What follows belongs to an exercise in optimizing a design on an open flow for small area, a short achievable clock period and few clock cycles; a production flow would make more cautious choices. Function was not checked in any run shown here: the RTL went through the layout flow alone. No activity file was given, so power comes from the tool's default toggle rates.

==> flow/design.v <==
package systolic_pkg;
    localparam int GRID_SIZE = 4;
    localparam int DATA_WIDTH = 8;
    localparam int ACC_WIDTH  = 20;
    localparam int NUM_DIGITS = DATA_WIDTH / 2;
    localparam int DVEC_WIDTH = 3 * NUM_DIGITS;
    localparam int HALF = GRID_SIZE / 2;
endpackage
`timescale 1ns/1ps
import systolic_pkg::*;
module operand_prep (
    input  logic                            clk,
    input  logic                            rst,
    input  logic                            in_req,
    input  logic                            in_first,
    input  logic                            in_last,
    input  logic [GRID_SIZE*DATA_WIDTH-1:0] a_col,
    input  logic [GRID_SIZE*DATA_WIDTH-1:0] b_row,
    output logic                            in_ack,
    output logic                            start,
    output logic                            acc_en,
    output logic                            acc_clear,
    output logic                            acc_clear_d,
    output logic                            acc_fin,
    output logic [HALF*DVEC_WIDTH-1:0]      a_op,
    output logic [GRID_SIZE*DATA_WIDTH-1:0] b_op
);
    function automatic logic [2:0] booth_digit(input logic [2:0] g);
        booth_digit[0] = g[1] ^ g[0];
        booth_digit[1] = (g[2] & ~g[1] & ~g[0]) | (~g[2] & g[1] & g[0]);
        booth_digit[2] = g[2];
    endfunction
    function automatic logic [DVEC_WIDTH-1:0] booth_recode(input logic [DATA_WIDTH-1:0] v);
        logic [DATA_WIDTH:0] ext;
        ext = {v, 1'b0};
        for (int k = 0; k < NUM_DIGITS; k++) begin
            booth_recode[3*k +: 3] = booth_digit(ext[2*k +: 3]);
        end
    endfunction
    logic                       accept;
    logic                       ph_a;
    logic                       ph_b;
    logic                       ph_c;
    logic                       run_first;
    logic                       run_last;
    logic                       last_d;
    logic [HALF*DVEC_WIDTH-1:0] a_hi_dig;
    logic [HALF*DVEC_WIDTH-1:0] a_lo_dig;
    logic [HALF*DATA_WIDTH-1:0] a_lo_q;
    assign accept = in_req & ~in_ack;
    assign start  = accept & in_first;
    always_ff @(posedge clk or negedge rst) begin
        if (!rst) begin
            in_ack <= 1'b0;
            ph_a   <= 1'b0;
            ph_b   <= 1'b0;
            ph_c   <= 1'b0;
            acc_en <= 1'b0;
        end else begin
            in_ack <= in_req;
            ph_a   <= accept;
            ph_b   <= ph_a;
            ph_c   <= ph_b;
            acc_en <= ph_a | ph_b;
        end
    end
    always_comb begin
        for (int r = 0; r < HALF; r++) begin
            a_hi_dig[r*DVEC_WIDTH +: DVEC_WIDTH] = booth_recode(a_col[(r+HALF)*DATA_WIDTH +: DATA_WIDTH]);
            a_lo_dig[r*DVEC_WIDTH +: DVEC_WIDTH] = booth_recode(a_lo_q[r*DATA_WIDTH +: DATA_WIDTH]);
        end
    end
    always_ff @(posedge clk) begin
        a_lo_q <= a_col[0 +: HALF*DATA_WIDTH];
        a_op   <= accept ? a_hi_dig : a_lo_dig;
    end
    always_ff @(posedge clk) begin
        if (accept) begin
            run_first <= in_first;
            run_last  <= in_last;
            b_op      <= b_row;
        end
        if (ph_a) begin
            last_d  <= run_last;
        end
        acc_clear_d <= run_first;
    end
    assign acc_clear = run_first;
    assign acc_fin   = ph_c & last_d;
endmodule
`timescale 1ns/1ps
import systolic_pkg::*;
module booth_pe (
    input  logic                    clk,
    input  logic                    en,
    input  logic                    clear,
    input  logic                    clear_d,
    input  logic [3*NUM_DIGITS-1:0] d,
    input  logic [DATA_WIDTH-1:0]   b,
    output logic [ACC_WIDTH-1:0]    x,
    output logic [ACC_WIDTH-1:0]    y
);
    logic pp0_0;
    logic pp0_1;
    logic pp0_2;
    logic pp0_3;
    logic pp0_4;
    logic pp0_5;
    logic pp0_6;
    logic pp0_7;
    logic pp0_8;
    logic pp0_8n;
    logic pp1_0;
    logic pp1_1;
    logic pp1_2;
    logic pp1_3;
    logic pp1_4;
    logic pp1_5;
    logic pp1_6;
    logic pp1_7;
    logic pp1_8;
    logic pp1_8n;
    logic pp2_0;
    logic pp2_1;
    logic pp2_2;
    logic pp2_3;
    logic pp2_4;
    logic pp2_5;
    logic pp2_6;
    logic pp2_7;
    logic pp2_8;
    logic pp2_8n;
    logic pp3_0;
    logic pp3_1;
    logic pp3_2;
    logic pp3_3;
    logic pp3_4;
    logic pp3_5;
    logic pp3_6;
    logic pp3_7;
    logic pp3_8;
    logic pp3_8n;
    logic s1_1;
    logic s1_2;
    logic s1_3;
    logic s1_4;
    logic s1_5;
    logic s1_6;
    logic s1_7;
    logic s1_8;
    logic s1_9;
    logic s1_10;
    logic s1_11;
    logic s1_12;
    logic s1_13;
    logic s1_14;
    logic s1_15;
    logic s1_16;
    logic s1_17;
    logic s1_18;
    logic s1_19;
    logic s1_20;
    logic s1_21;
    logic s1_22;
    logic s1_23;
    logic s1_24;
    logic s1_25;
    logic s1_26;
    logic s1_27;
    logic s1_28;
    logic s1_29;
    logic s1_30;
    logic s1_31;
    logic s1_32;
    logic s1_33;
    logic s1_34;
    logic s1_35;
    logic s1_36;
    logic s1_37;
    logic s1_38;
    logic s1_39;
    logic s1_40;
    logic s1_41;
    logic s1_42;
    logic s1_43;
    logic s1_44;
    logic s1_45;
    logic s1_46;
    logic s1_47;
    logic s1_48;
    logic s1_49;
    logic s1_50;
    logic s1_51;
    logic s1_52;
    logic s1_53;
    logic s1_54;
    logic s1_55;
    logic s1_56;
    logic s1_57;
    logic s1_58;
    logic s1_59;
    logic s1_60;
    logic s1_61;
    logic s1_62;
    logic s1_63;
    logic s1_64;
    logic s1_65;
    logic s1_66;
    logic s1_67;
    logic s1_68;
    logic s1_69;
    logic s1_70;
    logic s1_71;
    logic s1_72;
    logic s1_73;
    logic s1_74;
    logic s1_75;
    logic s1_76;
    logic s1_77;
    logic s1_78;
    logic r0_q0;
    logic r0_q1;
    logic r1_q1;
    logic r0_q2;
    logic r1_q2;
    logic r0_q3;
    logic r1_q3;
    logic r0_q4;
    logic r1_q4;
    logic r0_q5;
    logic r1_q5;
    logic r0_q6;
    logic r1_q6;
    logic r0_q7;
    logic r1_q7;
    logic r0_q8;
    logic r1_q8;
    logic r0_q9;
    logic r1_q9;
    logic r0_q10;
    logic r1_q10;
    logic r0_q11;
    logic r1_q11;
    logic r0_q12;
    logic r1_q12;
    logic r0_q13;
    logic r1_q13;
    logic r0_q14;
    logic r1_q14;
    logic c_q;
    logic [ACC_WIDTH-1:0] yb;
    logic [ACC_WIDTH-1:0] y_nxt;
    logic [ACC_WIDTH-1:0] base;
    logic [ACC_WIDTH-1:0] row0;
    logic [ACC_WIDTH-1:0] row1;
    assign y_nxt = en ? x : y;
    assign base  = clear ? '0 : y_nxt;
    assign yb    = clear_d ? '0 : y;
    assign pp0_0 = (d[0] & b[0]) ^ d[2];
    assign pp0_1 = ((d[0] & b[1]) | (d[1] & b[0])) ^ d[2];
    assign pp0_2 = ((d[0] & b[2]) | (d[1] & b[1])) ^ d[2];
    assign pp0_3 = ((d[0] & b[3]) | (d[1] & b[2])) ^ d[2];
    assign pp0_4 = ((d[0] & b[4]) | (d[1] & b[3])) ^ d[2];
    assign pp0_5 = ((d[0] & b[5]) | (d[1] & b[4])) ^ d[2];
    assign pp0_6 = ((d[0] & b[6]) | (d[1] & b[5])) ^ d[2];
    assign pp0_7 = ((d[0] & b[7]) | (d[1] & b[6])) ^ d[2];
    assign pp0_8 = ((d[0] & b[7]) | (d[1] & b[7])) ^ d[2];
    assign pp0_8n = ~pp0_8;
    assign pp1_0 = (d[3] & b[0]) ^ d[5];
    assign pp1_1 = ((d[3] & b[1]) | (d[4] & b[0])) ^ d[5];
    assign pp1_2 = ((d[3] & b[2]) | (d[4] & b[1])) ^ d[5];
    assign pp1_3 = ((d[3] & b[3]) | (d[4] & b[2])) ^ d[5];
    assign pp1_4 = ((d[3] & b[4]) | (d[4] & b[3])) ^ d[5];
    assign pp1_5 = ((d[3] & b[5]) | (d[4] & b[4])) ^ d[5];
    assign pp1_6 = ((d[3] & b[6]) | (d[4] & b[5])) ^ d[5];
    assign pp1_7 = ((d[3] & b[7]) | (d[4] & b[6])) ^ d[5];
    assign pp1_8 = ((d[3] & b[7]) | (d[4] & b[7])) ^ d[5];
    assign pp1_8n = ~pp1_8;
    assign pp2_0 = (d[6] & b[0]) ^ d[8];
    assign pp2_1 = ((d[6] & b[1]) | (d[7] & b[0])) ^ d[8];
    assign pp2_2 = ((d[6] & b[2]) | (d[7] & b[1])) ^ d[8];
    assign pp2_3 = ((d[6] & b[3]) | (d[7] & b[2])) ^ d[8];
    assign pp2_4 = ((d[6] & b[4]) | (d[7] & b[3])) ^ d[8];
    assign pp2_5 = ((d[6] & b[5]) | (d[7] & b[4])) ^ d[8];
    assign pp2_6 = ((d[6] & b[6]) | (d[7] & b[5])) ^ d[8];
    assign pp2_7 = ((d[6] & b[7]) | (d[7] & b[6])) ^ d[8];
    assign pp2_8 = ((d[6] & b[7]) | (d[7] & b[7])) ^ d[8];
    assign pp2_8n = ~pp2_8;
    assign pp3_0 = (d[9] & b[0]) ^ d[11];
    assign pp3_1 = ((d[9] & b[1]) | (d[10] & b[0])) ^ d[11];
    assign pp3_2 = ((d[9] & b[2]) | (d[10] & b[1])) ^ d[11];
    assign pp3_3 = ((d[9] & b[3]) | (d[10] & b[2])) ^ d[11];
    assign pp3_4 = ((d[9] & b[4]) | (d[10] & b[3])) ^ d[11];
    assign pp3_5 = ((d[9] & b[5]) | (d[10] & b[4])) ^ d[11];
    assign pp3_6 = ((d[9] & b[6]) | (d[10] & b[5])) ^ d[11];
    assign pp3_7 = ((d[9] & b[7]) | (d[10] & b[6])) ^ d[11];
    assign pp3_8 = ((d[9] & b[7]) | (d[10] & b[7])) ^ d[11];
    assign pp3_8n = ~pp3_8;
    assign s1_1 = pp0_4 ^ pp1_2;
    assign s1_2 = pp0_4 & pp1_2;
    assign s1_3 = pp0_5 ^ pp1_3;
    assign s1_4 = pp0_5 & pp1_3;
    assign s1_5 = pp0_6 ^ pp1_4 ^ pp2_2;
    assign s1_6 = (pp0_6 & pp1_4) | (pp0_6 & pp2_2) | (pp1_4 & pp2_2);
    assign s1_7 = pp3_0 ^ d[11];
    assign s1_8 = pp3_0 & d[11];
    assign s1_9 = pp0_7 ^ pp1_5 ^ pp2_3;
    assign s1_10 = (pp0_7 & pp1_5) | (pp0_7 & pp2_3) | (pp1_5 & pp2_3);
    assign s1_11 = pp3_1 ^ base[7];
    assign s1_12 = pp3_1 & base[7];
    assign s1_13 = pp0_8n ^ pp1_6 ^ pp2_4;
    assign s1_14 = (pp0_8n & pp1_6) | (pp0_8n & pp2_4) | (pp1_6 & pp2_4);
    assign s1_15 = pp3_2 ^ base[8] ^ 1'b1;
    assign s1_16 = (pp3_2 & base[8]) | (pp3_2 & 1'b1) | (base[8] & 1'b1);
    assign s1_17 = pp1_7 ^ pp2_5 ^ pp3_3;
    assign s1_18 = (pp1_7 & pp2_5) | (pp1_7 & pp3_3) | (pp2_5 & pp3_3);
    assign s1_19 = base[9] ^ 1'b1;
    assign s1_20 = base[9] & 1'b1;
    assign s1_21 = pp1_8n ^ pp2_6 ^ pp3_4;
    assign s1_22 = (pp1_8n & pp2_6) | (pp1_8n & pp3_4) | (pp2_6 & pp3_4);
    assign s1_23 = pp2_7 ^ pp3_5;
    assign s1_24 = pp2_7 & pp3_5;
    assign s1_25 = pp0_2 ^ pp1_0;
    assign s1_26 = pp0_2 & pp1_0;
    assign s1_27 = pp0_3 ^ pp1_1;
    assign s1_28 = pp0_3 & pp1_1;
    assign s1_29 = s1_1 ^ pp2_0 ^ d[8];
    assign s1_30 = (s1_1 & pp2_0) | (s1_1 & d[8]) | (pp2_0 & d[8]);
    assign s1_31 = s1_2 ^ s1_3 ^ pp2_1;
    assign s1_32 = (s1_2 & s1_3) | (s1_2 & pp2_1) | (s1_3 & pp2_1);
    assign s1_33 = s1_4 ^ s1_5 ^ s1_7;
    assign s1_34 = (s1_4 & s1_5) | (s1_4 & s1_7) | (s1_5 & s1_7);
    assign s1_35 = s1_6 ^ s1_8 ^ s1_9;
    assign s1_36 = (s1_6 & s1_8) | (s1_6 & s1_9) | (s1_8 & s1_9);
    assign s1_37 = s1_10 ^ s1_12 ^ s1_13;
    assign s1_38 = (s1_10 & s1_12) | (s1_10 & s1_13) | (s1_12 & s1_13);
    assign s1_39 = s1_14 ^ s1_16 ^ s1_17;
    assign s1_40 = (s1_14 & s1_16) | (s1_14 & s1_17) | (s1_16 & s1_17);
    assign s1_41 = s1_18 ^ s1_20 ^ s1_21;
    assign s1_42 = (s1_18 & s1_20) | (s1_18 & s1_21) | (s1_20 & s1_21);
    assign s1_43 = s1_22 ^ s1_23 ^ base[11];
    assign s1_44 = (s1_22 & s1_23) | (s1_22 & base[11]) | (s1_23 & base[11]);
    assign s1_45 = s1_24 ^ pp2_8n ^ pp3_6;
    assign s1_46 = (s1_24 & pp2_8n) | (s1_24 & pp3_6) | (pp2_8n & pp3_6);
    assign s1_47 = pp3_7 ^ base[13];
    assign s1_48 = pp3_7 & base[13];
    assign s1_49 = pp0_0 ^ d[2];
    assign s1_50 = pp0_0 & d[2];
    assign s1_51 = pp0_1 ^ base[1];
    assign s1_52 = pp0_1 & base[1];
    assign s1_53 = s1_25 ^ d[5] ^ base[2];
    assign s1_54 = (s1_25 & d[5]) | (s1_25 & base[2]) | (d[5] & base[2]);
    assign s1_55 = s1_26 ^ s1_27 ^ base[3];
    assign s1_56 = (s1_26 & s1_27) | (s1_26 & base[3]) | (s1_27 & base[3]);
    assign s1_57 = s1_28 ^ s1_29 ^ base[4];
    assign s1_58 = (s1_28 & s1_29) | (s1_28 & base[4]) | (s1_29 & base[4]);
    assign s1_59 = s1_30 ^ s1_31 ^ base[5];
    assign s1_60 = (s1_30 & s1_31) | (s1_30 & base[5]) | (s1_31 & base[5]);
    assign s1_61 = s1_32 ^ s1_33 ^ base[6];
    assign s1_62 = (s1_32 & s1_33) | (s1_32 & base[6]) | (s1_33 & base[6]);
    assign s1_63 = s1_34 ^ s1_35 ^ s1_11;
    assign s1_64 = (s1_34 & s1_35) | (s1_34 & s1_11) | (s1_35 & s1_11);
    assign s1_65 = s1_36 ^ s1_37 ^ s1_15;
    assign s1_66 = (s1_36 & s1_37) | (s1_36 & s1_15) | (s1_37 & s1_15);
    assign s1_67 = s1_38 ^ s1_39 ^ s1_19;
    assign s1_68 = (s1_38 & s1_39) | (s1_38 & s1_19) | (s1_39 & s1_19);
    assign s1_69 = s1_40 ^ s1_41 ^ base[10];
    assign s1_70 = (s1_40 & s1_41) | (s1_40 & base[10]) | (s1_41 & base[10]);
    assign s1_71 = s1_42 ^ s1_43 ^ 1'b1;
    assign s1_72 = (s1_42 & s1_43) | (s1_42 & 1'b1) | (s1_43 & 1'b1);
    assign s1_73 = s1_44 ^ s1_45 ^ base[12];
    assign s1_74 = (s1_44 & s1_45) | (s1_44 & base[12]) | (s1_45 & base[12]);
    assign s1_75 = s1_46 ^ s1_47 ^ 1'b1;
    assign s1_76 = (s1_46 & s1_47) | (s1_46 & 1'b1) | (s1_47 & 1'b1);
    assign s1_77 = s1_48 ^ pp3_8n ^ base[14];
    assign s1_78 = (s1_48 & pp3_8n) | (s1_48 & base[14]) | (pp3_8n & base[14]);
    always_ff @(posedge clk) begin
        r0_q0 <= s1_49;
        r0_q1 <= s1_50;
        r1_q1 <= s1_51;
        r0_q2 <= s1_52;
        r1_q2 <= s1_53;
        r0_q3 <= s1_54;
        r1_q3 <= s1_55;
        r0_q4 <= s1_56;
        r1_q4 <= s1_57;
        r0_q5 <= s1_58;
        r1_q5 <= s1_59;
        r0_q6 <= s1_60;
        r1_q6 <= s1_61;
        r0_q7 <= s1_62;
        r1_q7 <= s1_63;
        r0_q8 <= s1_64;
        r1_q8 <= s1_65;
        r0_q9 <= s1_66;
        r1_q9 <= s1_67;
        r0_q10 <= s1_68;
        r1_q10 <= s1_69;
        r0_q11 <= s1_70;
        r1_q11 <= s1_71;
        r0_q12 <= s1_72;
        r1_q12 <= s1_73;
        r0_q13 <= s1_74;
        r1_q13 <= s1_75;
        r0_q14 <= s1_76;
        r1_q14 <= s1_77;
        c_q <= s1_78;
    end
    assign row0[0] = r0_q0;
    assign row0[1] = r0_q1;
    assign row0[2] = r0_q2;
    assign row0[3] = r0_q3;
    assign row0[4] = r0_q4;
    assign row0[5] = r0_q5;
    assign row0[6] = r0_q6;
    assign row0[7] = r0_q7;
    assign row0[8] = r0_q8;
    assign row0[9] = r0_q9;
    assign row0[10] = r0_q10;
    assign row0[11] = r0_q11;
    assign row0[12] = r0_q12;
    assign row0[13] = r0_q13;
    assign row0[14] = r0_q14;
    assign row0[15] = yb[15];
    assign row0[16] = yb[16];
    assign row0[17] = yb[17];
    assign row0[18] = yb[18];
    assign row0[19] = yb[19];
    assign row1[0] = yb[0];
    assign row1[1] = r1_q1;
    assign row1[2] = r1_q2;
    assign row1[3] = r1_q3;
    assign row1[4] = r1_q4;
    assign row1[5] = r1_q5;
    assign row1[6] = r1_q6;
    assign row1[7] = r1_q7;
    assign row1[8] = r1_q8;
    assign row1[9] = r1_q9;
    assign row1[10] = r1_q10;
    assign row1[11] = r1_q11;
    assign row1[12] = r1_q12;
    assign row1[13] = r1_q13;
    assign row1[14] = r1_q14;
    assign row1[15] = ~c_q;
    assign row1[16] = ~c_q;
    assign row1[17] = ~c_q;
    assign row1[18] = ~c_q;
    assign row1[19] = ~c_q;
    logic [ACC_WIDTH-1:0] sum;
    logic pg0;
    logic pp0;
    logic pg1;
    logic pp1;
    logic pg2;
    logic pp2;
    logic pg3;
    logic pp3;
    logic pg4;
    logic pp4;
    logic pg5;
    logic pp5;
    logic pg6;
    logic pp6;
    logic pg7;
    logic pp7;
    logic pg8;
    logic pp8;
    logic pg9;
    logic pp9;
    logic pg10;
    logic pp10;
    logic pg11;
    logic pp11;
    logic pg12;
    logic pp12;
    logic pg13;
    logic pp13;
    logic pg14;
    logic pp14;
    logic pg15;
    logic pp15;
    logic pg16;
    logic pp16;
    logic pg17;
    logic pp17;
    logic pg18;
    logic pp18;
    logic pg19;
    logic pp19;
    logic cg1;
    logic cp1;
    logic cg2;
    logic cp2;
    logic cg3;
    logic cp3;
    logic cg4;
    logic cp4;
    logic cg5;
    logic cp5;
    logic cg6;
    logic cp6;
    logic cg7;
    logic cp7;
    logic cg8;
    logic cp8;
    logic cg9;
    logic cp9;
    logic cg10;
    logic cp10;
    logic cg11;
    logic cp11;
    logic cg12;
    logic cp12;
    logic cg13;
    logic cp13;
    logic cg14;
    logic cp14;
    logic cg15;
    logic cp15;
    logic cg16;
    logic cp16;
    logic cg17;
    logic cp17;
    logic cg18;
    logic cp18;
    logic cg19;
    logic cp19;
    logic cg20;
    logic cp20;
    logic cg21;
    logic cp21;
    logic cg22;
    logic cp22;
    logic cg23;
    logic cp23;
    logic cg24;
    logic cp24;
    logic cg25;
    logic cp25;
    logic cg26;
    logic cp26;
    logic cg27;
    logic cp27;
    logic cg28;
    logic cp28;
    logic cg29;
    logic cp29;
    logic cg30;
    logic cp30;
    logic cg31;
    logic cp31;
    logic cg32;
    logic cp32;
    logic cg33;
    logic cp33;
    logic cg34;
    logic cp34;
    logic cg35;
    logic cp35;
    logic cg36;
    logic cp36;
    logic cg37;
    logic cp37;
    logic cg38;
    logic cp38;
    logic cg39;
    logic cp39;
    logic cg40;
    logic cp40;
    logic cg41;
    logic cp41;
    logic cg42;
    logic cp42;
    logic cg43;
    logic cp43;
    logic cg44;
    logic cp44;
    assign pg0 = row0[0] & row1[0];
    assign pp0 = row0[0] ^ row1[0];
    assign pg1 = row0[1] & row1[1];
    assign pp1 = row0[1] ^ row1[1];
    assign pg2 = row0[2] & row1[2];
    assign pp2 = row0[2] ^ row1[2];
    assign pg3 = row0[3] & row1[3];
    assign pp3 = row0[3] ^ row1[3];
    assign pg4 = row0[4] & row1[4];
    assign pp4 = row0[4] ^ row1[4];
    assign pg5 = row0[5] & row1[5];
    assign pp5 = row0[5] ^ row1[5];
    assign pg6 = row0[6] & row1[6];
    assign pp6 = row0[6] ^ row1[6];
    assign pg7 = row0[7] & row1[7];
    assign pp7 = row0[7] ^ row1[7];
    assign pg8 = row0[8] & row1[8];
    assign pp8 = row0[8] ^ row1[8];
    assign pg9 = row0[9] & row1[9];
    assign pp9 = row0[9] ^ row1[9];
    assign pg10 = row0[10] & row1[10];
    assign pp10 = row0[10] ^ row1[10];
    assign pg11 = row0[11] & row1[11];
    assign pp11 = row0[11] ^ row1[11];
    assign pg12 = row0[12] & row1[12];
    assign pp12 = row0[12] ^ row1[12];
    assign pg13 = row0[13] & row1[13];
    assign pp13 = row0[13] ^ row1[13];
    assign pg14 = row0[14] & row1[14];
    assign pp14 = row0[14] ^ row1[14];
    assign pg15 = row0[15] & row1[15];
    assign pp15 = row0[15] ^ row1[15];
    assign pg16 = row0[16] & row1[16];
    assign pp16 = row0[16] ^ row1[16];
    assign pg17 = row0[17] & row1[17];
    assign pp17 = row0[17] ^ row1[17];
    assign pg18 = row0[18] & row1[18];
    assign pp18 = row0[18] ^ row1[18];
    assign pg19 = row0[19] & row1[19];
    assign pp19 = row0[19] ^ row1[19];
    assign cg1 = pg1 | (pp1 & pg0);
    assign cp1 = pp1 & pp0;
    assign cg2 = pg3 | (pp3 & pg2);
    assign cp2 = pp3 & pp2;
    assign cg3 = pg5 | (pp5 & pg4);
    assign cp3 = pp5 & pp4;
    assign cg4 = pg7 | (pp7 & pg6);
    assign cp4 = pp7 & pp6;
    assign cg5 = pg9 | (pp9 & pg8);
    assign cp5 = pp9 & pp8;
    assign cg6 = pg11 | (pp11 & pg10);
    assign cp6 = pp11 & pp10;
    assign cg7 = pg13 | (pp13 & pg12);
    assign cp7 = pp13 & pp12;
    assign cg8 = pg15 | (pp15 & pg14);
    assign cp8 = pp15 & pp14;
    assign cg9 = pg17 | (pp17 & pg16);
    assign cp9 = pp17 & pp16;
    assign cg10 = pg19 | (pp19 & pg18);
    assign cp10 = pp19 & pp18;
    assign cg11 = cg2 | (cp2 & cg1);
    assign cp11 = cp2 & cp1;
    assign cg12 = cg3 | (cp3 & cg2);
    assign cp12 = cp3 & cp2;
    assign cg13 = cg4 | (cp4 & cg3);
    assign cp13 = cp4 & cp3;
    assign cg14 = cg5 | (cp5 & cg4);
    assign cp14 = cp5 & cp4;
    assign cg15 = cg6 | (cp6 & cg5);
    assign cp15 = cp6 & cp5;
    assign cg16 = cg7 | (cp7 & cg6);
    assign cp16 = cp7 & cp6;
    assign cg17 = cg8 | (cp8 & cg7);
    assign cp17 = cp8 & cp7;
    assign cg18 = cg9 | (cp9 & cg8);
    assign cp18 = cp9 & cp8;
    assign cg19 = cg10 | (cp10 & cg9);
    assign cp19 = cp10 & cp9;
    assign cg20 = cg12 | (cp12 & cg1);
    assign cp20 = cp12 & cp1;
    assign cg21 = cg13 | (cp13 & cg11);
    assign cp21 = cp13 & cp11;
    assign cg22 = cg14 | (cp14 & cg12);
    assign cp22 = cp14 & cp12;
    assign cg23 = cg15 | (cp15 & cg13);
    assign cp23 = cp15 & cp13;
    assign cg24 = cg16 | (cp16 & cg14);
    assign cp24 = cp16 & cp14;
    assign cg25 = cg17 | (cp17 & cg15);
    assign cp25 = cp17 & cp15;
    assign cg26 = cg18 | (cp18 & cg16);
    assign cp26 = cp18 & cp16;
    assign cg27 = cg19 | (cp19 & cg17);
    assign cp27 = cp19 & cp17;
    assign cg28 = cg22 | (cp22 & cg1);
    assign cp28 = cp22 & cp1;
    assign cg29 = cg23 | (cp23 & cg11);
    assign cp29 = cp23 & cp11;
    assign cg30 = cg24 | (cp24 & cg20);
    assign cp30 = cp24 & cp20;
    assign cg31 = cg25 | (cp25 & cg21);
    assign cp31 = cp25 & cp21;
    assign cg32 = cg26 | (cp26 & cg22);
    assign cp32 = cp26 & cp22;
    assign cg33 = cg27 | (cp27 & cg23);
    assign cp33 = cp27 & cp23;
    assign cg34 = cg32 | (cp32 & cg1);
    assign cp34 = cp32 & cp1;
    assign cg35 = cg33 | (cp33 & cg11);
    assign cp35 = cp33 & cp11;
    assign cg36 = pg2 | (pp2 & cg1);
    assign cp36 = pp2 & cp1;
    assign cg37 = pg4 | (pp4 & cg11);
    assign cp37 = pp4 & cp11;
    assign cg38 = pg6 | (pp6 & cg20);
    assign cp38 = pp6 & cp20;
    assign cg39 = pg8 | (pp8 & cg21);
    assign cp39 = pp8 & cp21;
    assign cg40 = pg10 | (pp10 & cg28);
    assign cp40 = pp10 & cp28;
    assign cg41 = pg12 | (pp12 & cg29);
    assign cp41 = pp12 & cp29;
    assign cg42 = pg14 | (pp14 & cg30);
    assign cp42 = pp14 & cp30;
    assign cg43 = pg16 | (pp16 & cg31);
    assign cp43 = pp16 & cp31;
    assign cg44 = pg18 | (pp18 & cg34);
    assign cp44 = pp18 & cp34;
    assign sum[0] = pp0;
    assign sum[1] = (pp1 ^ pg0);
    assign sum[2] = (pp2 ^ cg1);
    assign sum[3] = (pp3 ^ cg36);
    assign sum[4] = (pp4 ^ cg11);
    assign sum[5] = (pp5 ^ cg37);
    assign sum[6] = (pp6 ^ cg20);
    assign sum[7] = (pp7 ^ cg38);
    assign sum[8] = (pp8 ^ cg21);
    assign sum[9] = (pp9 ^ cg39);
    assign sum[10] = (pp10 ^ cg28);
    assign sum[11] = (pp11 ^ cg40);
    assign sum[12] = (pp12 ^ cg29);
    assign sum[13] = (pp13 ^ cg41);
    assign sum[14] = (pp14 ^ cg30);
    assign sum[15] = (pp15 ^ cg42);
    assign sum[16] = (pp16 ^ cg31);
    assign sum[17] = (pp17 ^ cg43);
    assign sum[18] = (pp18 ^ cg34);
    assign sum[19] = (pp19 ^ cg44);
    always_ff @(posedge clk) begin
        if (en) begin
            x <= sum;
        end
    end
    always_ff @(posedge clk) begin
        y <= y_nxt;
    end
endmodule
`timescale 1ns/1ps
import systolic_pkg::*;
module pe_grid (
    input  logic                                     clk,
    input  logic                                     en,
    input  logic                                     clear,
    input  logic                                     clear_d,
    input  logic [HALF*DVEC_WIDTH-1:0]               a_op,
    input  logic [GRID_SIZE*DATA_WIDTH-1:0]          b_op,
    output logic [GRID_SIZE*GRID_SIZE*ACC_WIDTH-1:0] acc
);
    for (genvar r = 0; r < HALF; r++) begin : g_row
        for (genvar j = 0; j < GRID_SIZE; j++) begin : g_col
            booth_pe i_pe (
                .clk   (clk),
                .en    (en),
                .clear   (clear),
                .clear_d (clear_d),
                .d     (a_op[r*DVEC_WIDTH +: DVEC_WIDTH]),
                .b     (b_op[j*DATA_WIDTH +: DATA_WIDTH]),
                .x     (acc[(r*GRID_SIZE+j)*ACC_WIDTH +: ACC_WIDTH]),
                .y     (acc[((r+HALF)*GRID_SIZE+j)*ACC_WIDTH +: ACC_WIDTH])
            );
        end
    end
endmodule
`timescale 1ns/1ps
import systolic_pkg::*;
module result_collector (
    input  logic clk,
    input  logic rst,
    input  logic start,
    input  logic fin,
    output logic done
);
    always_ff @(posedge clk or negedge rst) begin
        if (!rst) begin
            done <= 1'b0;
        end else if (start) begin
            done <= 1'b0;
        end else if (fin) begin
            done <= 1'b1;
        end
    end
endmodule
`timescale 1ns/1ps
import systolic_pkg::*;
module systolic_mac_top (
    input  logic                                     clk,
    input  logic                                     rst,
    input  logic                                     in_req,
    input  logic                                     in_first,
    input  logic                                     in_last,
    input  logic [GRID_SIZE*DATA_WIDTH-1:0]          a_col,
    input  logic [GRID_SIZE*DATA_WIDTH-1:0]          b_row,
    output logic                                     in_ack,
    output logic [GRID_SIZE*GRID_SIZE*ACC_WIDTH-1:0] c_mat,
    output logic                                     done
);
    logic                            start;
    logic                            acc_en;
    logic                            acc_clear;
    logic                            acc_clear_d;
    logic                            acc_fin;
    logic [HALF*DVEC_WIDTH-1:0]      a_op;
    logic [GRID_SIZE*DATA_WIDTH-1:0] b_op;
    operand_prep i_operand_prep (
        .clk       (clk),
        .rst       (rst),
        .in_req    (in_req),
        .in_first  (in_first),
        .in_last   (in_last),
        .a_col     (a_col),
        .b_row     (b_row),
        .in_ack    (in_ack),
        .start     (start),
        .acc_en    (acc_en),
        .acc_clear   (acc_clear),
        .acc_clear_d (acc_clear_d),
        .acc_fin   (acc_fin),
        .a_op      (a_op),
        .b_op      (b_op)
    );
    pe_grid i_pe_grid (
        .clk   (clk),
        .en    (acc_en),
        .clear   (acc_clear),
        .clear_d (acc_clear_d),
        .a_op  (a_op),
        .b_op  (b_op),
        .acc   (c_mat)
    );
    result_collector i_result_collector (
        .clk      (clk),
        .rst      (rst),
        .start    (start),
        .fin      (acc_fin),
        .done     (done)
    );
endmodule
==> flow/flow/run.sh <==
#!/bin/bash
# The standard layout (the standard.sh, standard synthesis included), with one change:
# the buffers that placement puts on every input and output port are sky130_fd_sc_hd__buf_1
# instead of the delay cell ORFS picks by default (clkdlybuf4s50_1, twice the area of buf_2).
set -euo pipefail
bash standard.sh 'BUFFER_PORTS_ARGS=-buffer_cell sky130_fd_sc_hd__buf_1' finish > standard_flow.log 2>&1
==> flow/standard.sh <==
#!/bin/bash
# synth_recipe.tcl (not shown) runs the flow's synth.tcl, then flattens the netlist and writes it again
# the make line also repeats each setting of config.mk as NAME=value (left out here)
make -C /OpenROAD-flow-scripts/flow DESIGN_CONFIG=/design/flow/config.mk WORK_HOME=/design/flow/orfs CLKGATE_MAP_FILE= SYNTH_SCRIPT=/design/flow/synth_recipe.tcl "${@:-finish}"
==> flow/config.mk <==
export PLATFORM = sky130hd
export DESIGN_NAME = systolic_mac_top
export DESIGN_NICKNAME = systolic_mac_top
export VERILOG_FILES = /design/flow/design.v
export SDC_FILE = /design/flow/constraint.sdc
export NUM_CORES = 4
export LEC_CHECK = 0
export CAP_MARGIN = 20
export CORE_MARGIN = 2
export CORE_UTILIZATION = 40
export CTS_CLUSTER_DIAMETER = 100
export CTS_CLUSTER_SIZE = 20
export SETUP_SLACK_MARGIN = 2.7
export SLEW_MARGIN = 20
export TNS_END_PERCENT = 100
==> flow/constraint.sdc <==
create_clock -name core_clock -period 5.5 [get_ports {clk}]
set_input_delay 1.1000 -clock core_clock [delete_from_list [all_inputs] [get_ports {clk}]]
set_output_delay 1.1000 -clock core_clock [all_outputs]
set_load 0.01 [all_outputs]
==> summary.md, run 1 <==
| Metric | Value |
|---|---|
| Status | finished clean |
| Minimum clock period | about 3.3 ns |
| Via Count | roughly 23,000 |
| Hold Path Class | input pin to async pin |
| Asr flop ratio synth | less than 1% |
| Die Footprint | 90,500 µm² |
| Most frequent cells after synthesis | dfxtp_1, inv_1, fa_1, xnor2_1, edfxtp_1 |
| Cell family with most CP delay | adder cells |
| Number of flops mapped to enable cells by yosys | 243 |
| Core Region | 87,000 µm² |
| Fillcell total | between 8,000 and 9,000 |
| RSZ-0062 raised after global routing | yes |
| Max cap viols | 0 |
| Area of the multi-input gates | 19,100 µm² |
| CP required | 5.85 ns |
| Vias in the first global route | 23,900 |
| Cell taking the most area after synthesis | dfxtp_1 |
| # IOs | 391 |
| Setup CP Type | register to register |
| Crit-path max FO | 6 |
| Worst-skew pair later-pin latency | 0.59 ns |
| DRC | 0 |
| Power, Total | ~24 mW |
| Total gr overflow | 0 |
| Crit-path max cell delay | 0.43 ns |
| Post-route ant nets | 0 |
| Die span in y | 301 µm |
| Max_slew headroom | roughly 34% |
| Total track usage | 20.2% |
| Worst hold margin | 0.378 ns |
| Synth Area per Inst | approximately 12 µm² |
| RR Startpoint | i_operand_prep.acc_clear_d$_DFF_P_ |
| CP cell instances | buf_12 > buf_8 > nor2b_4 > ha_2 > inv_2 > fa_2 > nor2b_4 > o2111ai_4 > a21oi_2 > nor2_4 > nand3_2 > o211ai_1 > fa_2 > xnor2_2 > xnor2_1 |
| Largest net degree at the start of global routing | 114 |
| Clock H-tree levels | 2 |
| Row count | 108 |
| Synth unique cells | 51 |
| Clock skew | 0.0209 ns |
| Post-Syn Area | approximately 35,000 µm² |
| Final Instance Count excl. Fillers | 4,557 |
| Worst R2R Path Depth | 15 |
| Tcrit/Tclk final | 59.1% |
| Worst Path Arrival | 3.60 ns |
| Yosys reg bits | ~640 |
| CTS Buffer Depth | 3 |
| TritonCTS clock tree | done |
| Reg2Reg Capture Point | i_pe_grid.g_row[0].g_col[3].i_pe.x[19]$_DFFE_PP_ |
| Top post-synthesis cells by area | dfxtp_1, edfxtp_1, fa_1, ha_1, xnor2_1 |
| CP max-delay cell | dfxtp_4 |
| Crit path buffers/inverters | 3 |
| Metal3 WL | 3560 µm |
| Dpl ws | 1.85 ns |
| Yosys warns | 3 |
| Post-synth net total | between 3,000 and 4,000 |
| Reg area | 15,400 µm² |
| Sequential-to-total area share from yosys stat | 43.5% |
| Setup Viol. Count Final | 0 |
| M1 WL | 39,400 µm |
| Die W | 301 µm |
| Area Growth Syn to Fin | 18.7% |
| Peak VDD IR | 0.330 mV |
| Initial antenna violation count | 4 |
| Top-count cell post-synth | dfxtp_1 |
| Met2 Wirelength | about 47,000 µm |
| CP Capture Type | register |
| Max Used Layer | met5 |
| Starting density of the core | 40.5% |
| Vias/cell | 5.03 |
| Measured slew at the worst slew-check pin | 0.985 ns |
| Pwr/cell area | 569 nW/µm² |
| Layout cell share with drive strength beyond 1 | a little under a fifth |
| Post-synth top area share | 22.3% |
| Final Hold Vio Count | 0 |
| Setup WS post-layout | 2.25 ns |
| Wire per inst | between 20 and 25 µm |
| Drt pass-1 iters | 5 |
| Reg2reg setup slack | approximately 2.2 ns |
| Hold_buf cts | 0 |
| CTS Sinks | 642 |
| Synth Instances | approximately 2,900 |
| Routability cong. | roughly 0.84 |
| DRT iter0 DRCs | 1,281 |
| Setup TNS | 0 ns |
| Synth Flop Type | dfxtp_1 |
| Worst-path clk slew | about 0.090 ns |
| Port bufs | 390 |
| Total routed wirelength | between 90,000 and 100,000 µm |
| First-pass GRT wire length | 140,000 µm |
| Root buffer cell | clkbuf_16 |
| Cells after DPL | 4,318 |
| Startpoint types | register |
| P_leak | 16.9 nW |
| CTS buffer count | 39 |
| Fin. max-slew vios | 0 |
| HPWL Detailed | ~64,000 µm |
| Nets | 3,943 |
| Max Clk Rate | 0.308 GHz |
## placed cells by master (no fill, tap or decap), types with 30 or more instances in the layout
cell type,netlist,final
buf_1,13,390
mux2_4,0,33
fa_1,272,198
a22oi_1,225,221
nand2_1,64,60
clkbuf_16,0,43
dfxtp_1,393,374
fa_2,0,74
xnor2_1,244,240
a21o_1,47,47
a21oi_1,40,36
edfxtp_1,243,243
ha_1,230,203
mux2_2,130,97
nor2b_1,133,126
xor2_1,126,126
o21ai_0,57,46
buf_4,0,144
nand2b_1,55,44
buf_12,0,30
nor2_1,41,38
inv_1,282,260
## sequential cells by signal, indices dropped and copies added, names as in the netlist, 16 cells and up, named ones only
register	cells
i_operand_prep.b_op	32
i_operand_prep.a_lo_q	16
i_pe_grid.g_row.g_col.i_pe.x	160
i_operand_prep.a_op	24
i_pe_grid.g_row.g_col.i_pe.y	152
## worst max path at each step
stage,start,endpoint,slack [ns],cells after the start
floorplan,i_operand_prep.acc_en$_DFF_PN0_,i_pe_grid.g_row[0].g_col[0].i_pe.r1_q8$_DFF_P_,1.52,7
global placement,register,i_pe_grid.g_row[0].g_col[3].i_pe.x[19]$_DFFE_PP_,1.86,13
detailed placement,i_operand_prep.acc_clear_d$_DFF_P_,i_pe_grid.g_row[0].g_col[2].i_pe.x[19]$_DFFE_PP_,1.85,13
CTS,i_operand_prep.acc_clear_d$_DFF_P_,i_pe_grid.g_row[0].g_col[0].i_pe.x[19]$_DFFE_PP_,2.27,15
global route,i_operand_prep.acc_clear_d$_DFF_P_,i_pe_grid.g_row[0].g_col[1].i_pe.x[19]$_DFFE_PP_,2.11,13
finish,i_operand_prep.acc_clear_d$_DFF_P_,i_pe_grid.g_row[0].g_col[3].i_pe.x[19]$_DFFE_PP_,2.25,15
## power by group
group / switching (mW) / internal (mW) / total, mW / leakage [nW]
clock: 1.67 / 1.43 / 3.10 / 0.558
combinational: 6.29 / 5.41 / 11.7 / 10.6
sequential: 1.35 / 7.64 / 8.99 / 5.73
## cell families (layout without fill, tap and decap cells)
family	after synthesis	count (layout)	synth area share, %
flops	642	642	43.5
fa+ha+maj	502	502	23.6
buf+inv	459	955	5.01
compound gates	453	453	9.12
xor+xnor	370	370	9.20
simple gates	349	349	5.44
mux	130	130	4.15
other cells	0	1	0
## what timing repair did
| action | 4_1_cts | 5_1_grt |
|---|---|---|
| setup endpoints to repair | 208 | 109 |
| setup buffers | 130 | 38 |
| resized for setup | 138 | 94 |
| pin swaps | 55 | 41 |
## area by class of cell
class	count	share of cell area, %
flip-flops and latches	642	36.8
clock buffers	66	2.70
diodes	1	0.00598
multi-input cells	1804	45.6
inverters	282	2.53
well taps	1155	3.45
repair buffers	603	8.77
clock inverters	4	0.105
## metrics by stage
| step | area, µm² | util, % |
|---|---|---|
| finish | 41800 | 48.1 |
| global route | 41800 | 48.1 |
| CTS | 41100 | 47.2 |
| detailed placement | 38200 | 43.9 |
| global placement | 38200 | 43.9 |
| floorplan | 35600 | - |
## routing by layer
metal  vias to the layer above  GRT usage, %
li1                      10700             -
met1                     11500          25.7
met2                       548          35.9
met3                       166          2.29
met4                         4          6.20
met5                         -             0
==> run 2, diff against run 1 <==
--- a/flow/design.v
+++ b/flow/design.v
@@ -47,5 +47,5 @@
     logic [HALF*DVEC_WIDTH-1:0] a_hi_dig;
     logic [HALF*DVEC_WIDTH-1:0] a_lo_dig;
-    logic [HALF*DATA_WIDTH-1:0] a_lo_q;
+    logic [HALF*DVEC_WIDTH-1:0] a_lo_q;
     assign accept = in_req & ~in_ack;
     assign start  = accept & in_first;
@@ -68,10 +68,10 @@
         for (int r = 0; r < HALF; r++) begin
             a_hi_dig[r*DVEC_WIDTH +: DVEC_WIDTH] = booth_recode(a_col[(r+HALF)*DATA_WIDTH +: DATA_WIDTH]);
-            a_lo_dig[r*DVEC_WIDTH +: DVEC_WIDTH] = booth_recode(a_lo_q[r*DATA_WIDTH +: DATA_WIDTH]);
+            a_lo_dig[r*DVEC_WIDTH +: DVEC_WIDTH] = booth_recode(a_col[r*DATA_WIDTH +: DATA_WIDTH]);
         end
     end
     always_ff @(posedge clk) begin
-        a_lo_q <= a_col[0 +: HALF*DATA_WIDTH];
-        a_op   <= accept ? a_hi_dig : a_lo_dig;
+        a_lo_q <= a_lo_dig;
+        a_op   <= accept ? a_hi_dig : a_lo_q;
     end
     always_ff @(posedge clk) begin
==> flow/flow/run.sh (replaced) <==
#!/bin/bash
# The standard layout (the standard.sh, standard synthesis included), with one change:
# the buffers that placement puts on every input and output port are sky130_fd_sc_hd__buf_2
# instead of the delay cell ORFS picks by default (clkdlybuf4s50_1, twice the area of buf_2).
set -euo pipefail
bash standard.sh 'BUFFER_PORTS_ARGS=-buffer_cell sky130_fd_sc_hd__buf_2' finish > standard_flow.log 2>&1
--- a/flow/config.mk
+++ b/flow/config.mk
@@ -9,7 +9,5 @@
 export CORE_MARGIN = 2
 export CORE_UTILIZATION = 40
-export CTS_CLUSTER_DIAMETER = 100
-export CTS_CLUSTER_SIZE = 20
-export SETUP_SLACK_MARGIN = 2.7
+export SETUP_SLACK_MARGIN = 2.5
 export SLEW_MARGIN = 20
 export TNS_END_PERCENT = 100
==> summary.md, run 2 <==
| Metric | Value |
|---|---|
| Most frequent cells after synthesis | dfxtp_1, inv_1, fa_1, xnor2_1, edfxtp_1 |
| Largest registers | i_pe_grid.g_row.g_col.i_pe.x (160), i_pe_grid.g_row.g_col.i_pe.y (152), i_operand_prep.b_op (32) |
| Commonest non-fill, non-tap cell in the layout | buf_2 |
| CP max-delay cell | dfxtp_4 |
| Worst-skew pair later-pin latency | 0.63 ns (+0.04 ns) |
| CTS buffer count | 76 (+95%) |
| Worst hold margin | 0.291 ns (-0.0870 ns) |
| Post-Syn Area | 35,500 µm² (+0.73%) |
| Max_slew headroom | 46.4% (+12 points) |
| Worst Setup SP | i_operand_prep.acc_clear_d$_DFF_P_ |
| Crit path buffers/inverters | 2 (-1) |
| Port bufs | 390 (unchanged) |
| Total track usage | 20.3% (+0.11 points) |
| Area Growth Syn to Fin | 21.8% |
| Sequential-to-total area share from yosys stat | 43.6% (+0.14 points) |
| Worst-path clk slew | 0.07 ns (-0.02 ns) |
| Total gr overflow | 0 (unchanged) |
| Post-route ant nets | 0 (unchanged) |
| Number of flops mapped to enable cells by yosys | 243 (unchanged) |
| Adder-cell share of the synthesized area | 23.4% (-0.17 points) |
| Measured slew at the worst slew-check pin | 0.805 ns (-0.180 ns) |
| Crit-path max FO | 6 (unchanged) |
| CTS Buffer Depth | 3 (unchanged) |
| Most frequent cells in the layout | buf_2, dfxtp_1, inv_1, edfxtp_1, xnor2_1 |
| Final Hold Vio Count | 0 (unchanged) |
| Routability cong. | 0.838 (-0.27%) |
| Wire per inst | 20.0 µm (-2.2%) |
| Status | finished clean |
| Total routed wirelength | 93,100 µm (about the same) |
| # IOs | 391 (unchanged) |
| Layout cell share with drive strength beyond 1 | 27.5% (+9.2 points) |
| Crit-path max cell delay | 0.42 ns (about the same) |
| Reg with most FFs | i_pe_grid.g_row.g_col.i_pe.x |
| Peak VDD IR | 0.355 mV (+7.6%) |
| DRC | 0 (unchanged) |
| Largest net degree at the start of global routing | 75 (-34%) |
| CP cell instances | buf_12 > nor2b_4 > ha_4 > inv_2 > fa_2 > nor2b_2 > o211ai_1 > a21oi_2 > nor2_4 > o311a_1 > fa_2 > xnor2_1 > xnor2_1 |
| Yosys warns | 3 (unchanged) |
| Largest family of logic cells by synthesized area | adder cells |
| Die Footprint | 91,100 µm² (+0.72%) |
| Largest register FFs | 160 (unchanged) |
| Hold_buf cts | 0 (unchanged) |
| Fillcell total | 7,961 (-0.61%) |
| Row count | 109 (+0.93%) |
| Xor and xnor area share after synthesis | 9.13% (-0.067 points) |
| Minimum clock period | 3.06 ns (-0.193 ns) |
| CTS Sinks | 650 (+1.2%) |
| Top-count cell post-synth | dfxtp_1 |
| Initial antenna violation count | 9 (+5) |
| Top post-synthesis cells by area | dfxtp_1, edfxtp_1, fa_1, ha_1, xnor2_1 |
| Max Clk Rate | 0.327 GHz (+6.3%) |
| Nets | 4,001 (+1.5%) |
| Clock H-tree levels | 3 (+1) |
| Synth Instances | 2,986 (+2.8%) |
| Hold Path Class | input pin to async pin |
| TritonCTS clock tree | done |
| RSZ-0062 raised after global routing | yes |
| Die span in y | 302 µm (+0.36%) |
| Max cap viols | 0 (unchanged) |
| Synth Area per Inst | 11.9 µm² (-2.0%) |
| RR Startpoint | i_operand_prep.acc_clear_d$_DFF_P_ |
| DRT iter0 DRCs | 1,371 (+7.0%) |
| Post-synth top area share | 22.6% (+0.29 points) |
| Setup CP Type | register to register |
| CP required | 5.86 ns (about the same) |
| Multiplexer share of the synthesized area | 3.81% (-0.35 points) |
| Core Region | 88,100 µm² (+1.2%) |
| Root buffer cell | clkbuf_16 |
| CP Capture Type | register |
| Vias in the first global route | 23,900 (-0.21%) |
| Startpoint types | register |
| Setup Viol. Count Final | 0 (unchanged) |
| Fin. max-slew vios | 0 (unchanged) |
| Post-synth net total | 3,557 (+2.3%) |
| Setup TNS | 0 ns (unchanged) |
| Vias/cell | 4.96 (-1.3%) |
| P_leak | 18.4 nW (+8.5%) |
| Post-synthesis simple-gate area fraction | 6.26% (+0.81 points) |
| Synth unique cells | 56 (+9.8%) |
| Clock skew | 0.0235 ns (+0.00259 ns) |
| Pwr/cell area | 590 nW/µm² (+3.7%) |
| First-pass GRT wire length | 141,000 µm (+0.61%) |
| Asr flop ratio synth | 0.923% (-0.012 points) |
| Cell taking the most area after synthesis | dfxtp_1 |
| Worst Path Arrival | 3.42 ns (-0.18 ns) |
| Die W | 302 µm (+0.36%) |
| Tcrit/Tclk final | 55.6% (-3.5 points) |
| Starting density of the core | 40.3% (-0.20 points) |
| HPWL Detailed | 63,800 µm (-0.24%) |
| Synth Flop Type | dfxtp_1 |
| Synth Area in Compound Gates | 8.71% (-0.41 points) |
| Via Count | 23,100 (+0.94%) |
| Yosys reg bits | 650 (+1.2%) |
| Cell family with most CP delay | adder cells |
| Drt pass-1 iters | 5 (unchanged) |
-- run 2: changes by cell type after synthesis, moves of 10 or more --
cell	delta
a21o_1	-29
a211o_1	-14
o21ai_0	+33
nand2_1	+66
mux2_2	-10
-- run 2: stage by stage --
stage               area (µm²)  worst slack, ns  utilization, %  cells  total power [mW]
floorplan                35800             1.50               -   2986              16.2
global placement         38800             1.71            44.1   4399              19.6
detailed placement       38800             1.70            44.1   4399              19.9
CTS                      42200             2.37            47.9   4594              25.4
global route             43200             2.35            49.1   4660              27.7
finish                   43200             2.44            49.1   4661              25.5
-- run 2: final cells by class --
class / count / area (µm²) / share of cell area, %
antenna: 3 / 7.51 / 0.0174
inverter: 290 / 1090 / 2.52
tap: 1165 / 1460 / 3.37
clock inverter: 33 / 337 / 0.779
timing repair buffer: 544 / 3610 / 8.34
sequential: 650 / 15500 / 35.9
multi-input combinational: 1868 / 19000 / 43.9
clock buffer: 108 / 2220 / 5.13
-- run 2: power by group --
part           switching (mW)  internal [mW]
combinational            6.12           5.26
clock                    2.12           2.98
sequential               1.31           7.71
-- run 2: layer usage --
layer | up-vias | global-route usage (%) | wire length (µm)
met1 | 11500 | 27.4 | 41500
met3 | 105 | 3.63 | 5250
met2 | 595 | 33.7 | 44500
li1 | 10900 | - | -
met4 | 2 | 5.35 | 1890
met5 | - | 0 | 13
-- run 2: cell families after synthesis --
group,after synthesis
simple gates,425
buf+inv,468
fa+ha+maj,502
mux,120
xor+xnor,370
compound gates,451
flops,650
-- run 2: final timing paths --
path                                                                    end  slack [ns]  cells past startpoint
min in group core_clock                       i_operand_prep.ph_c$_DFF_PN0_        0.37                      0
max in group asynchronous                   i_operand_prep.acc_en$_DFF_PN0_        5.04                      1
setup reg to reg           i_pe_grid.g_row[1].g_col[3].i_pe.x[19]$_DFFE_PP_        2.44                     13
hold reg to reg                               i_operand_prep.ph_c$_DFF_PN0_        0.37                      0
setup / recovery           i_pe_grid.g_row[1].g_col[3].i_pe.x[19]$_DFFE_PP_        2.44                     13
hold / removal                              i_operand_prep.in_ack$_DFF_PN0_        0.29                      1
-- run 2: what timing repair did --
item	in CTS	in global routing
buffers inserted	53	64
setup endpoints to repair	183	102
resized for setup	75	77
pin swaps	26	45
gates cloned	1	0
==> run 3, diff against run 2 <==
--- a/flow/design.v
+++ b/flow/design.v
@@ -21,5 +21,4 @@
     output logic                            acc_en,
     output logic                            acc_clear,
-    output logic                            acc_clear_d,
     output logic                            acc_fin,
     output logic [HALF*DVEC_WIDTH-1:0]      a_op,
@@ -84,5 +83,4 @@
             last_d  <= run_last;
         end
-        acc_clear_d <= run_first;
     end
     assign acc_clear = run_first;
@@ -95,5 +93,4 @@
     input  logic                    en,
     input  logic                    clear,
-    input  logic                    clear_d,
     input  logic [3*NUM_DIGITS-1:0] d,
     input  logic [DATA_WIDTH-1:0]   b,
@@ -219,5 +216,16 @@
     logic s1_77;
     logic s1_78;
+    logic s1_79;
+    logic s1_80;
+    logic s1_81;
+    logic s1_82;
+    logic s1_83;
+    logic s1_84;
+    logic s1_85;
+    logic s1_86;
+    logic s1_87;
+    logic s1_88;
     logic r0_q0;
+    logic r1_q0;
     logic r0_q1;
     logic r1_q1;
@@ -248,6 +256,14 @@
     logic r0_q14;
     logic r1_q14;
-    logic c_q;
-    logic [ACC_WIDTH-1:0] yb;
+    logic r0_q15;
+    logic r1_q15;
+    logic r0_q16;
+    logic r1_q16;
+    logic r0_q17;
+    logic r1_q17;
+    logic r0_q18;
+    logic r1_q18;
+    logic r0_q19;
+    logic r1_q19;
     logic [ACC_WIDTH-1:0] y_nxt;
     logic [ACC_WIDTH-1:0] base;
@@ -256,5 +272,4 @@
     assign y_nxt = en ? x : y;
     assign base  = clear ? '0 : y_nxt;
-    assign yb    = clear_d ? '0 : y;
     assign pp0_0 = (d[0] & b[0]) ^ d[2];
     assign pp0_1 = ((d[0] & b[1]) | (d[1] & b[0])) ^ d[2];
@@ -375,6 +390,17 @@
     assign s1_77 = s1_48 ^ pp3_8n ^ base[14];
     assign s1_78 = (s1_48 & pp3_8n) | (s1_48 & base[14]) | (pp3_8n & base[14]);
+    assign s1_79 = base[15] ^ 1'b1;
+    assign s1_80 = base[15] & 1'b1;
+    assign s1_81 = base[16] ^ 1'b1;
+    assign s1_82 = base[16] & 1'b1;
+    assign s1_83 = base[17] ^ 1'b1;
+    assign s1_84 = base[17] & 1'b1;
+    assign s1_85 = base[18] ^ 1'b1;
+    assign s1_86 = base[18] & 1'b1;
+    assign s1_87 = base[19] ^ 1'b1;
+    assign s1_88 = base[19] & 1'b1;
     always_ff @(posedge clk) begin
         r0_q0 <= s1_49;
+        r1_q0 <= base[0];
         r0_q1 <= s1_50;
         r1_q1 <= s1_51;
@@ -405,5 +431,14 @@
         r0_q14 <= s1_76;
         r1_q14 <= s1_77;
-        c_q <= s1_78;
+        r0_q15 <= s1_78;
+        r1_q15 <= s1_79;
+        r0_q16 <= s1_80;
+        r1_q16 <= s1_81;
+        r0_q17 <= s1_82;
+        r1_q17 <= s1_83;
+        r0_q18 <= s1_84;
+        r1_q18 <= s1_85;
+        r0_q19 <= s1_86;
+        r1_q19 <= s1_87;
     end
     assign row0[0] = r0_q0;
@@ -422,10 +457,10 @@
     assign row0[13] = r0_q13;
     assign row0[14] = r0_q14;
-    assign row0[15] = yb[15];
-    assign row0[16] = yb[16];
-    assign row0[17] = yb[17];
-    assign row0[18] = yb[18];
-    assign row0[19] = yb[19];
-    assign row1[0] = yb[0];
+    assign row0[15] = r0_q15;
+    assign row0[16] = r0_q16;
+    assign row0[17] = r0_q17;
+    assign row0[18] = r0_q18;
+    assign row0[19] = r0_q19;
+    assign row1[0] = r1_q0;
     assign row1[1] = r1_q1;
     assign row1[2] = r1_q2;
@@ -442,9 +477,9 @@
     assign row1[13] = r1_q13;
     assign row1[14] = r1_q14;
-    assign row1[15] = ~c_q;
-    assign row1[16] = ~c_q;
-    assign row1[17] = ~c_q;
-    assign row1[18] = ~c_q;
-    assign row1[19] = ~c_q;
+    assign row1[15] = r1_q15;
+    assign row1[16] = r1_q16;
+    assign row1[17] = r1_q17;
+    assign row1[18] = r1_q18;
+    assign row1[19] = r1_q19;
     logic [ACC_WIDTH-1:0] sum;
     logic pg0;
@@ -739,5 +774,4 @@
     input  logic                                     en,
     input  logic                                     clear,
-    input  logic                                     clear_d,
     input  logic [HALF*DVEC_WIDTH-1:0]               a_op,
     input  logic [GRID_SIZE*DATA_WIDTH-1:0]          b_op,
@@ -749,6 +783,5 @@
                 .clk   (clk),
                 .en    (en),
-                .clear   (clear),
-                .clear_d (clear_d),
+                .clear (clear),
                 .d     (a_op[r*DVEC_WIDTH +: DVEC_WIDTH]),
                 .b     (b_op[j*DATA_WIDTH +: DATA_WIDTH]),
@@ -795,5 +828,4 @@
     logic                            acc_en;
     logic                            acc_clear;
-    logic                            acc_clear_d;
     logic                            acc_fin;
     logic [HALF*DVEC_WIDTH-1:0]      a_op;
@@ -810,6 +842,5 @@
         .start     (start),
         .acc_en    (acc_en),
-        .acc_clear   (acc_clear),
-        .acc_clear_d (acc_clear_d),
+        .acc_clear (acc_clear),
         .acc_fin   (acc_fin),
         .a_op      (a_op),
@@ -819,6 +850,5 @@
         .clk   (clk),
         .en    (acc_en),
-        .clear   (acc_clear),
-        .clear_d (acc_clear_d),
+        .clear (acc_clear),
         .a_op  (a_op),
         .b_op  (b_op),
==> summary.md, run 3 <==
| Metric | Value |
|---|---|
| Measured slew at the worst slew-check pin | 0.854 ns (+0.0493 ns) |
| Post-synth net total | 3,684 (+3.6%) |
| Synth unique cells | 48 (-14%) |
| Startpoint types | register |
| CP max-delay cell | dfrtp_4 |
| CP required | 6.00 ns (+0.14 ns) |
| Drt pass-1 iters | 5 (unchanged) |
| RSZ-0062 raised after global routing | yes |
| Hold Path Class | input pin to async pin |
| Critical path's most frequent cell | fa_1 |
| Setup Viol. Count Final | 0 (unchanged) |
| Status | finished clean |
| Fin. max-slew vios | 0 (unchanged) |
| Clock H-tree levels | 3 (unchanged) |
| Root buffer cell | clkbuf_16 |
| Worst Setup SP | i_operand_prep.acc_en$_DFF_PN0_ |
| Largest net degree at the start of global routing | 130 (+73%) |
| Wire per inst | 18.7 µm (-6.2%) |
| Crit-path max cell delay | 0.61 ns (+0.19 ns) |
| Worst R2R Path Depth | 6 (-7) |
| Power, Total | 26.6 mW (+4.3%) |
| Total routed wirelength | 89,400 µm (-3.9%) |
| Worst hold margin | 0.268 ns (-0.0224 ns) |
| Post-synth top area share | 28.6% (+5.9 points) |
| Cell taking the most area after synthesis | dfxtp_1 |
| Area Growth Syn to Fin | 18.5% |
| Minimum clock period | 2.92 ns (-0.139 ns) |
| Core Region | 91,700 µm² (+4.0%) |
| Reg2reg setup slack | 2.58 ns (+0.14 ns) |
| Multiplexer share of the synthesized area | 5.00% (+1.2 points) |
| First-pass GRT wire length | 139,000 µm (-1.5%) |
| Most frequent cells in the layout | dfxtp_1, buf_2, inv_1, fa_1, xnor2_1 |
| Row count | 111 (+1.8%) |
| # IOs | 391 (unchanged) |
| Commonest non-fill, non-tap cell in the layout | dfxtp_1 |
| Hold_buf cts | 0 (unchanged) |
| Max_slew headroom | 43.1% (-3.3 points) |
| Crit-path max FO | 62 (+56) |
| Max cap viols | 0 (unchanged) |
| Critical path depth | 6 (-7) |
| Worst-path clk slew | 0.06 ns (about the same) |
| Most frequent cells after synthesis | dfxtp_1, inv_1, fa_1, xnor2_1, ha_1 |
| Post-Syn Area | 37,000 µm² (+4.3%) |
| P_leak | 19.1 nW (+4.0%) |
| Peak VDD IR | 0.256 mV (-28%) |
| Worst-skew pair later-pin latency | 0.64 ns (about the same) |
| Number of flops mapped to enable cells by yosys | 195 (-20%) |
| Fillcell total | 8,415 (+5.7%) |
| Initial antenna violation count | 4 (-5) |
| Cell family with most CP delay | adder cells |
| HPWL Detailed | 63,300 µm (-0.92%) |
| CP Capture Type | register |
| Post-route ant nets | 0 (unchanged) |
| Setup CP Type | register to register |
| Sequential-to-total area share from yosys stat | 44.8% (+1.2 points) |
| Asr flop ratio synth | 0.823% (-0.10 points) |
| Routability cong. | 0.826 (-1.4%) |
| Tcrit/Tclk final | 53.1% (-2.5 points) |
| Die Footprint | 95,000 µm² (+4.2%) |
| Clock skew | 0.0280 ns (+0.00455 ns) |
| Post-synthesis simple-gate area fraction | 5.58% (-0.68 points) |
| CTS buffer count | 82 (+7.9%) |
| Die W | 308 µm (+2.1%) |
| Yosys warns | 3 (unchanged) |
| Final Hold Vio Count | 0 (unchanged) |
| Total gr overflow | 0 (unchanged) |
| Top post-synthesis cells by area | dfxtp_1, edfxtp_1, fa_1, ha_1, xnor2_1 |
| Synth Area per Inst | 11.9 µm² (about the same) |
| Synth Area in Compound Gates | 8.27% (-0.44 points) |
| Yosys reg bits | 729 (+12%) |
| Vias in the first global route | 24,200 (+1.2%) |
| Largest registers | i_pe_grid.g_row.g_col.i_pe.x (160), i_pe_grid.g_row.g_col.i_pe.y (160), i_operand_prep.b_op (32) |
| Layout cell share with drive strength beyond 1 | 24.8% (-2.7 points) |
| Dpl ws | 2.13 ns (+0.437 ns) |
| Starting density of the core | 40.4% (+0.092 points) |
| Xor and xnor area share after synthesis | 8.75% (-0.37 points) |
| TritonCTS clock tree | done |
| CTS Sinks | 729 (+12%) |
| DRT iter0 DRCs | 1,568 (+14%) |
| Largest family of logic cells by synthesized area | adder cells |
| # diodes | 0 (-3) |
| Adder-cell share of the synthesized area | 22.5% (-0.96 points) |
| Vias/cell | 4.94 (-0.38%) |
| Worst Path Arrival | 3.42 ns (about the same) |
| RR Startpoint | i_operand_prep.acc_en$_DFF_PN0_ |
| Setup TNS | 0 ns (unchanged) |
| CTS Buffer Depth | 3 (unchanged) |
| DRC | 0 (unchanged) |
| Total track usage | 18.9% (-1.4 points) |
| Die span in y | 308 µm (+2.1%) |
| Crit path buffers/inverters | 1 (-1) |
| Top-count cell post-synth | dfxtp_1 |
| Max Clk Rate | 0.343 GHz (+4.8%) |
| Nets | 4,090 (+2.2%) |
| Synth Flop Type | dfxtp_1 |
| Setup WS post-layout | 2.58 ns (+0.139 ns) |
| Synth Instances | 3,113 (+4.3%) |
| Pwr/cell area | 606 nW/µm² (+2.8%) |
| Via Count | 23,600 (+2.0%) |
| Port bufs | 390 (unchanged) |
| CP cell instances | buf_12 > mux2_2 > nor2b_1 > ha_1 > fa_1 > fa_1 |
## run 3: cells by family after synthesis
family / after synthesis
adder cells (fa/ha/maj): 502
XOR/XNOR: 370
multiplexers: 168
AO/OA/AOI/OAI: 451
AND/OR/NAND/NOR: 391
flip-flops: 729
buffers and inverters: 502
## run 3: power by group
part           total, mW  internal, mW  switching, mW
registers           9.84          8.45           1.39
clock network       5.32          3.07           2.25
logic               11.4          5.32           6.13
## run 3: worst reg2reg max path: stages (launching register included)
cell and delay, ns:
dfrtp_4 0.61, buf_12 0.34, mux2_2 0.51, nor2b_1 0.14
ha_1 0.24, fa_1 0.53, fa_1 0.42
## run 3: path summary, 6_finish.rpt
| path | to |
|---|---|
| setup / recovery | i_pe_grid.g_row[1].g_col[1].i_pe.r1_q8$_DFF_P_ |
| min in group core_clock | i_operand_prep.ph_c$_DFF_PN0_ |
| hold / removal | i_operand_prep.in_ack$_DFF_PN0_ |
| max in group asynchronous | i_operand_prep.acc_en$_DFF_PN0_ |
| hold reg to reg | i_operand_prep.ph_c$_DFF_PN0_ |
| setup reg to reg | i_pe_grid.g_row[1].g_col[1].i_pe.r1_q8$_DFF_P_ |
## run 3: layer usage
layer | part of all wire [%] | GRT usage, % | vias to the layer above
li1 | - | - | 11200
met1 | 45 | 25.8 | 11700
met2 | 48 | 30.9 | 640
met3 | 5.4 | 3.38 | 123
met4 | 2.1 | 4.93 | 4
met5 | 0.026 | 0 | -
## run 3: area by class of cell
class / count / area, µm² / share of cell area [%]
clock buffers: 123 / 2420 / 5.52
flip-flops and latches: 729 / 16600 / 37.9
clock inverters: 29 / 218 / 0.496
multi-input cells: 1882 / 18900 / 43.1
repair buffers: 506 / 3000 / 6.84
well taps: 1186 / 1480 / 3.38
inverters: 318 / 1190 / 2.72
## run 3: through the flow
step / area, µm² / utilization, % / std cells
2_1_floorplan: 37200 / - / 3113
3_3_place_gp: 40100 / 43.8 / 4540
3_5_place_dp: 40100 / 43.8 / 4540
4_1_cts: 43300 / 47.3 / 4739
5_1_grt: 43900 / 47.9 / 4773
6_report: 43900 / 47.9 / 4773
## run 3: repair_timing
item | CTS | global route
endpoints found under the hold margin | 0 | 0
setup endpoints to repair | 89 | 68
resized for setup | 34 | 48
gates cloned | 0 | 0
pin swaps | 1 | 24
buffers inserted | 47 | 34

==> what the ideal ports hide <==
The results above use ideal ports. As a check the final layouts listed here were re-extracted and re-timed, cells and wires unchanged. Step 1, drivers: a clkbuf_16 drives clk and a buf_2 each remaining input, both assumed. Step 2, shift: input delay + t, output delay - t, t = (earliest + latest rising clock arrival at the registers) / 2. This alone moves slack from input paths to output paths. Three values: ideal, step 1, step 2; two values: the first two.
run | t, ns | setup WS [ns] | worst setup path after step 2 | latest minus earliest clock arrival (ns) | cell pins on the clock port's net
run 1 | 0.647 | 2.249 / 2.249 / 2.249 | register to register | 0.023 / 0.023 | 1
run 2 | 0.683 | 2.442 / 2.442 / 2.442 | register to register | 0.027 / 0.027 | 1
run 3 | 0.688 | 2.581 / 2.581 / 2.581 | register to register | 0.036 / 0.036 | 1
After both steps every run listed still meets setup and hold.
